Context: an optimization exercise on an open-source flow, tuned for a short achievable clock period, few clock cycles per item and low power. The choices shown serve that exercise and are no tape-out recipe.
The RTL was checked by simulation tests, not by an equivalence proof against the original design.
Power figures rest on the tool's default switching activity, not on a simulated workload.

run A:
Design fmul_pipe, start of the top module:
module fmul_pipe
#(
    parameter int EXP   = 8,
    parameter int FRAC  = 23,
    parameter int WIDTH = EXP + FRAC + 1
) (
    input  logic              clk,
    input  logic              rst,
    input  logic              in_valid,
    output logic              in_ready,
    input  logic [WIDTH-1:0]  a,
    input  logic [WIDTH-1:0]  b,
    input  logic [1:0]        round_mode,
    output logic              out_valid,
    input  logic              out_ready,
    output logic [WIDTH-1:0]  r,
    output logic [NFLAGS-1:0] flags
);
    logic acc;
    assign acc = in_valid & in_ready;
    logic [7:0]  ea, eb;
    logic [22:0] fa, fb;
    assign ea = a[30:23]; assign fa = a[22:0];
    assign eb = b[30:23]; assign fb = b[22:0];
    logic za, zb, ia, ib, na, nb;
    assign za = (ea == 8'd0) & (fa == 23'd0);
    assign zb = (eb == 8'd0) & (fb == 23'd0);
    assign ia = (&ea) & (fa == 23'd0);
    assign ib = (&eb) & (fb == 23'd0);
    assign na = (&ea) & (|fa);
    assign nb = (&eb) & (|fb);
    logic w_nan, w_inf, w_spec;
    assign w_nan  = na | nb | ((ia | ib) & (za | zb));
    assign w_inf  = ~w_nan & (ia | ib);
    assign w_spec = na | nb | ia | ib | za | zb;
    logic [23:0] ma, mb;
    assign ma = {|ea, fa};
    assign mb = {|eb, fb};
    logic [9:0] w_esum;
    assign w_esum = 10'({2'b0, (ea == 8'd0) ? 8'd1 : ea}) + 10'({2'b0, (eb == 8'd0) ? 8'd1 : eb}) - 10'd127;
    logic [4:0] lza, lzb;
    always_comb begin
        lza = 5'd0;
        lzb = 5'd0;
        for (int k = 0; k < 24; k++) begin
            if (ma[k]) lza = 5'(23 - k);
            if (mb[k]) lzb = 5'(23 - k);
        end
    end
    logic w_rne, w_dirup;
    assign w_rne   = (round_mode == 2'd0);
    assign w_dirup = (round_mode == 2'd3 & ~(a[31] ^ b[31])) | (round_mode == 2'd2 & (a[31] ^ b[31]));
    logic [23:0] nma, nmb;
    assign nma = ma << lza;
    assign nmb = mb << lzb;
    logic v0;
    always_ff @(posedge clk or posedge rst)
        if (rst) v0 <= 1'b0;
        else v0 <= acc;
    logic [9:0] esum_B;
  ...
For scale: roughly 460 flip-flops, ~110 I/O pins, ~35000 um2 of cells after synthesis.
clock: 8.0 ns
lec_check: 0
cap_margin: 20
core_margin: 2
core_utilization: 40
cts_cluster_diameter: 150
cts_cluster_size: 20
setup_slack_margin: 4.3
slew_margin: 20
tns_end_percent: 10
run.sh (not shown) runs the stock make flow with config.mk's settings and CLKGATE_MAP_FILE= SYNTH_SCRIPT=/design/flow/synth_recipe.tcl, a recipe that flattens the netlist after the stock synthesis.
Run A reached the end of the flow, and the finished layout is clean on the timing, design-rule and antenna checks.
Testbench counts of run A, summed over its fixed seeds: cycles 32,032, items 32,000.
### run A -> run B
Settings: GPL_ROUTABILITY_DRIVEN newly set to 0; TNS_END_PERCENT removed (was 10).
Results
Against run A as the reference, run B delivers a higher pre-CTS setup slack.
Run B vs run A — clock tree buffer count of the final layout climbed by a few percent
The number of gates given a new drive strength after cts in run B was higher than what run A gave.
Relative to run A, fraction of the cycle the final worst path needs decreased by 1.9 points in run B.
Number of vias per cell ended up 1.1% higher on run B than on run A.
The type of the worst setup path comes out reg -> reg in one run and in -> reg in the other, namely in run A and run B respectively.
Run A → run B: worst setup skew after layout +0.0044 ns; layout overhead on the synthesized area increased 2.6 points; sequential share of layout area dropped 0.57 points; maximum fanout along the worst path down 16.
Run B has number of cells on the worst reg-to-reg path above what run A had.
Input changes introduced in run C (baseline for comparison: run B):
Settings: swapping 20 for 10 in SLEW_MARGIN; swapping 20 for 10 in CAP_MARGIN; clearing GPL_ROUTABILITY_DRIVEN, which used to be 0; putting ABC_AREA at 1 where nothing was set.
Notes after the runs:
- Compared to run B, run C has proportion of power drawn by the clock network 0.4 points higher.
- On sum of routed wire length over all layers: run C sits above run B.
- Longest individual stage delay on the worst path came out lower on run C than on run B.
- Compared to run B, run C has number of iterations in the first detailed-routing pass 1 lower.
- Run C packs its core looser than run B.
- Diff run B -> run C: standby leakage power grew by about 20%; number of DRC markers after the initial detailed-route iteration grew by 29%.
Input changes introduced in run D (baseline for comparison: run C):
Settings: ABC_AREA removed (was 1); SLEW_MARGIN changed from 10 to 20; CAP_MARGIN changed from 10 to 20.
Findings:
Power essentially unchanged between run C and run D.
Row largest driver fanout on the critical path: run D lower / run C higher
Clock period minus final worst setup slack (run D over run C): increase, 0.085 ns
For run E, these inputs were changed with respect to run D:
Settings: a change of CTS_CLUSTER_SIZE from 20 to 25.
Results
- Run E vs run D — final-layout clock buffer total dropped about 20%.
- Run E vs run D: global-route track usage on met1 down
- Any difference in clock skew between run D and run E is small enough to ignore.
- What run E reported for number of gates given a new drive strength after cts has to be multiplied by 1.13 to get the figure for run D.
- Summary of run E over run D: clock power down about 7%; sequential share of layout area barely changed; routed wire length closely matched the old numbers; design area went down by 0.39%.
- Run D → run E: final cell count has remained practically unchanged; area enclosed by the die boundary comparable; internal power consumption down about 1.1%.
For run F, these inputs were changed with respect to run E:
Settings: CTS_CLUSTER_SIZE: 25 -> 20; ABC_AREA: unset -> 1; SETUP_SLACK_MARGIN: 4.3 -> 4.45.
### Flow results
Setup slack: run F more than run E
In the reports for run F and run E, the smaller area of the multi-input gates belongs to run F.
Run F ends up with a non-clock buffer instance count of the final layout that is about 14% higher than in run E.

fmul_pipe again, from the RTL that the note above started with.
Design fmul_pipe, start of the top module:
module fmul_pipe
#(
    parameter int EXP   = 8,
    parameter int FRAC  = 23,
    parameter int WIDTH = EXP + FRAC + 1
) (
    input  logic              clk,
    input  logic              rst,
    input  logic              in_valid,
    output logic              in_ready,
    input  logic [WIDTH-1:0]  a,
    input  logic [WIDTH-1:0]  b,
    input  logic [1:0]        round_mode,
    output logic              out_valid,
    input  logic              out_ready,
    output logic [WIDTH-1:0]  r,
    output logic [NFLAGS-1:0] flags
);
    logic acc;
    assign acc = in_valid & in_ready;
    logic [7:0]  ea, eb;
    logic [22:0] fa, fb;
    assign ea = a[30:23]; assign fa = a[22:0];
    assign eb = b[30:23]; assign fb = b[22:0];
    logic za, zb, ia, ib, na, nb;
    assign za = (ea == 8'd0) & (fa == 23'd0);
    assign zb = (eb == 8'd0) & (fb == 23'd0);
    assign ia = (&ea) & (fa == 23'd0);
    assign ib = (&eb) & (fb == 23'd0);
    assign na = (&ea) & (|fa);
    assign nb = (&eb) & (|fb);
    logic w_nan, w_inf, w_spec;
    assign w_nan  = na | nb | ((ia | ib) & (za | zb));
    assign w_inf  = ~w_nan & (ia | ib);
    assign w_spec = na | nb | ia | ib | za | zb;
    logic [23:0] ma, mb;
  ...
Settings: LEC_CHECK=0, CAP_MARGIN=20, CORE_MARGIN=2, CORE_UTILIZATION=40, CTS_CLUSTER_DIAMETER=150, CTS_CLUSTER_SIZE=20, SETUP_SLACK_MARGIN=4.3, SLEW_MARGIN=20, TNS_END_PERCENT=40; clock period 8.0 ns.
Testbench counts at the start, summed over its fixed seeds: cycles 32,032, items 32,000.
Change:
CTS_CLUSTER_DIAMETER = not set   (was 150)
CTS_CLUSTER_SIZE = not set   (was 20)
TNS_END_PERCENT = not set   (was 40)
Via count climbs by a few percent.
Global-route usage rose by 0.87 points.
Worst setup slack is better by 25 ps.
Wire length grows by a few percent.
Area after synthesis stays the same.
Clock power rises by well over a third.
Fmax is higher slightly.
Design area went up by a few percent.
Core utilization came out higher by 1.6 points.
Change:
CTS_CLUSTER_DIAMETER = 150   (was not set)
CTS_CLUSTER_SIZE = 20   (was not set)
SETUP_SLACK_MARGIN = 4.5   (was 4.3)
Via count rises by a few percent.
Clock-buffer cell count falls by 27.
Final area grows by a few percent.
Change:
ABC_AREA = 1   (was not set)
SETUP_SLACK_MARGIN = 4.3   (was 4.5)
The new run passed the timing, design-rule and antenna checks.
Wire length fell by 1.3%.
Worst setup slack improves by 97 ps.
Power is lower by 4.8%.
Sequential cell count stays the same.
Maximum frequency rose by 2.7%.
Design area shrinks by 2.8%.
Area after synthesis rose by 3.2%.
Via count increases by 8.1%.
Combinational power is lower by 7.8%.
Final cell count is higher by 15%.

## port drivers added, routing unchanged
The results above use ideal ports. As a check the final layouts listed here were re-extracted and re-timed, cells and wires unchanged.
Step 1: set_driving_cell puts a clkbuf_16 on clk and a buf_2 on each other input, an assumption about the parent block.
Step 2 also shifts input and output timing later by t, the mid clock arrival at the registers, as if the neighbouring blocks saw the same clock.
Slacks: ideal / step 1 / step 2; pairs: ideal / step 1.
run	t (ns)	setup WS [ns]	hold slack, ns	clock arrival spread, ns
run A	0.674	4.163 / 4.163 / 3.619	0.334 / 0.334 / 0.334	0.042 / 0.042
run B	0.669	4.317 / 4.360 / 3.696	0.331 / 0.331 / 0.331	0.045 / 0.045
run C	0.667	4.402 / 4.402 / 3.780	0.327 / 0.327 / 0.327	0.036 / 0.036
run D	0.669	4.317 / 4.360 / 3.696	0.331 / 0.331 / 0.331	0.045 / 0.045
run E	0.663	4.235 / 4.235 / 3.682	0.334 / 0.334 / 0.334	0.045 / 0.045
run F	0.657	4.362 / 4.362 / 3.858	0.332 / 0.332 / 0.332	0.045 / 0.046
the first run of note 2	0.674	4.276 / 4.276 / 3.728	0.334 / 0.334 / 0.334	0.044 / 0.044
the second run of note 2	0.681	4.301 / 4.346 / 3.664	0.325 / 0.325 / 0.325	0.031 / 0.031
the third run of note 2	0.678	4.306 / 4.306 / 3.858	0.330 / 0.330 / 0.330	0.028 / 0.028
the fourth run of note 2	0.667	4.402 / 4.402 / 3.780	0.327 / 0.327 / 0.327	0.036 / 0.036
After both steps setup and hold are still met in every run listed. The setup slack of the second run of note 2, which loses most, moves by +0.045 ns with the drivers and by -0.637 ns with both steps.
